What follows belongs to an exercise in optimizing a design on an open flow for small area; a production flow would make more cautious choices. The RTL was checked by simulation tests, not by an equivalence proof against the original design. Power figures rest on the tool's default switching activity, not on a simulated workload.

## iir_cascade_top
module iir_cascade_top
#(
    parameter int SAMPLE_DIV = 16    
) (
    input  logic         clk,
    input  logic         reset,
    input  logic         run,
    input  logic [15:0]  sample_in,
    input  logic [79:0]  coef_s1,
    input  logic [79:0]  coef_s2,
    output logic         sample_req,
    output logic [15:0]  filt_out,
    output logic         out_valid
);
Size: ~1100 cells after synthesis, ~200 I/O pins, about 0.014 mm² of cells after synthesis.
==> flow/config.mk <==
export PLATFORM = sky130hd
export DESIGN_NAME = iir_cascade_top
export DESIGN_NICKNAME = iir_cascade_top
export VERILOG_FILES = /design/flow/design.v
export SDC_FILE = /design/flow/constraint.sdc
export NUM_CORES = 4
export LEC_CHECK = 0
export CAP_MARGIN = 20
export CELL_PAD_IN_SITES_DETAIL_PLACEMENT = 1
export CORE_MARGIN = 2
export CORE_UTILIZATION = 50
export PLACE_DENSITY = 0.65
export SLEW_MARGIN = 20
export SYNTH_HIERARCHICAL = 1
export SYNTH_MINIMUM_KEEP_SIZE = 0
==> flow/constraint.sdc <==
create_clock -name core_clock -period 10.0 [get_ports {clk}]
set_input_delay 2.0000 -clock core_clock [delete_from_list [all_inputs] [get_ports {clk}]]
set_output_delay 2.0000 -clock core_clock [all_outputs]
set_load 0.01 [all_outputs]
standard.sh (not shown) runs the stock make flow with config.mk's settings and CLKGATE_MAP_FILE= SYNTH_SCRIPT=/design/flow/synth_recipe.tcl, a recipe that flattens the netlist after the stock synthesis.
==> flow/flow/run.sh <==
#!/bin/bash
set -euo pipefail
export BUFFER_PORTS_ARGS="-buffer_cell sky130_fd_sc_hd__buf_1"
export CTS_ARGS="-sink_clustering_enable -repair_clock_nets -dont_use_dummy_load -buf_list sky130_fd_sc_hd__clkbuf_4 -sink_clustering_size 8 -sink_clustering_max_diameter 40"
bash standard.sh synth > synth.log 2>&1
ODB=orfs/results/$FLOW_PLATFORM/iir_cascade_top/base/1_synth.odb \
LIB_FILE=$FLOW_HOME/platforms/$FLOW_PLATFORM/lib/sky130_fd_sc_hd__tt_025C_1v80.lib \
  openroad -no_init -exit flow/downsize.tcl > downsize.log 2>&1
bash standard.sh > standard.log 2>&1
==> flow/flow/downsize.tcl <==
# Area recovery before floorplan: every combinational cell of the synthesized netlist that
# has a smaller variant of the same function (same base name, e.g. a22oi_2 -> a22oi_1) is
# swapped for the smallest one. Flip-flops, latches, clock cells, buffers and inverters are
# left alone. The standard flow's later repair steps size cells back up where timing,
# slew or capacitance needs it.
read_liberty $::env(LIB_FILE)
read_db $::env(ODB)
set skip {df dl clk buf inv fill tap decap conb diode probe lpflow ebuf einv mux4 dlygate dlymetal}
set best [dict create]
foreach lc [get_lib_cells *] {
  set name [get_name $lc]
  if {![regexp {^(sky130_fd_sc_hd__[a-z0-9]+)_([0-9]+)$} $name -> base sz]} { continue }
  set bad 0
  foreach s $skip { if {[string first $s $base] >= 0} { set bad 1 } }
  if {$bad} { continue }
  set a [get_property $lc area]
  if {![dict exists $best $base] || $a < [lindex [dict get $best $base] 1]} {
    dict set best $base [list $name $a]
  }
}
set n 0
set saved 0.0
foreach inst [get_cells *] {
  set ref [get_property $inst ref_name]
  if {![regexp {^(sky130_fd_sc_hd__[a-z0-9]+)_([0-9]+)$} $ref -> base sz]} { continue }
  if {![dict exists $best $base]} { continue }
  lassign [dict get $best $base] to ato
  if {$to eq $ref} { continue }
  set afrom [get_property [get_lib_cells */$ref] area]
  if {$ato >= $afrom} { continue }
  replace_cell $inst $to
  incr n
  set saved [expr {$saved + $afrom - $ato}]
}
puts "downsize: replaced $n cells, [format %.1f $saved] um2 less"
write_db $::env(ODB)
The baseline went through all stages and came out clean.
Rerun with:
--- a/flow/flow/run.sh
+++ b/flow/flow/run.sh
@@ -4 +4 @@
-export CTS_ARGS="-sink_clustering_enable -repair_clock_nets -dont_use_dummy_load -buf_list sky130_fd_sc_hd__clkbuf_4 -sink_clustering_size 8 -sink_clustering_max_diameter 40"
+export CTS_ARGS="-sink_clustering_enable -repair_clock_nets -dont_use_dummy_load -buf_list sky130_fd_sc_hd__clkbuf_4 -sink_clustering_size 11 -sink_clustering_max_diameter 40"
Result: Clock skew hardly moves; cell area barely changes; sequential share of layout area hardly moves; combinational power hardly moves; maximum frequency barely changes; global-route usage is about the same; die area stays the same; setup slack got worse by 0.017 ns.
Rerun with:
--- a/flow/flow/run.sh
+++ b/flow/flow/run.sh
@@ -4 +4 @@
-export CTS_ARGS="-sink_clustering_enable -repair_clock_nets -dont_use_dummy_load -buf_list sky130_fd_sc_hd__clkbuf_4 -sink_clustering_size 11 -sink_clustering_max_diameter 40"
+export CTS_ARGS="-sink_clustering_enable -repair_clock_nets -dont_use_dummy_load -buf_list sky130_fd_sc_hd__clkbuf_4 -sink_clustering_size 10 -sink_clustering_max_diameter 50"
CORE_UTILIZATION = 40   (was 50)
PLACE_DENSITY = unset   (was 0.65)
Clock-buffer cell count decreases by 5. Via count decreases by 1.8%. Sequential share of layout area decreases by 0.31 points. Worst setup slack improves by 0.24 ns. Global-route usage decreases by 5.1 points. Power decreases by about 1.2%. First-iteration DRC count decreases by about 12%. Clock skew decreases by 0.042 ns.
Rerun with:
==> flow/flow/run.sh (replaced) <==
#!/bin/bash
set -o pipefail
export BUFFER_PORTS_ARGS="-buffer_cell sky130_fd_sc_hd__buf_1"
export CTS_ARGS="-sink_clustering_enable -repair_clock_nets -dont_use_dummy_load -buf_list sky130_fd_sc_hd__clkbuf_4 -sink_clustering_size 12 -sink_clustering_max_diameter 50"
bash standard.sh > standard.log 2>&1
removed: flow/flow/downsize.tcl
What happened:
- via count grows by 1.1%
- hold slack improved by 0.0090 ns
- synthesized area is higher by 5.1%
- non-clock buffer count is higher by 9
- wire length goes up by 3.5%
- setup slack improved by 0.047 ns
- power climbs by 5.7%
- core utilization barely changes
- global-route usage goes down by 0.56 points
- sequential cell count is unchanged

==> re-timing with driven ports <==
In the flow no input, the clock included, has a driving cell. The finished layouts below were timed again as built, in two steps. Step 1 sets driving cells, clkbuf_16 on the clock port and buf_2 on the other inputs (assumed; they add their load-dependent delay and slew). Step 2 also shifts input and output timing later by t, the mid clock arrival at the registers, as if the neighbouring blocks saw the same clock. Three values: ideal ports, drivers, drivers and shift; two values: the first two.
| run | t (ns) | setup slack, ns | worst setup path after step 2 | latest minus earliest clock arrival (ns) |
|---|---|---|---|---|
| the first run | 0.689 | 0.924 / 0.924 / 0.924 | register to register | 0.126 / 0.126 |
| the second run | 0.689 | 0.907 / 0.907 / 0.907 | register to register | 0.122 / 0.122 |
| the third run | 0.777 | 1.152 / 1.152 / 1.152 | register to register | 0.081 / 0.081 |
| the fourth run | 0.757 | 1.199 / 1.199 / 1.144 | input to register | 0.078 / 0.078 |
After both steps every run listed still meets setup and hold. The setup slack of the fourth run, which loses most, moves by 0.000 ns with the drivers and by -0.055 ns with both steps.
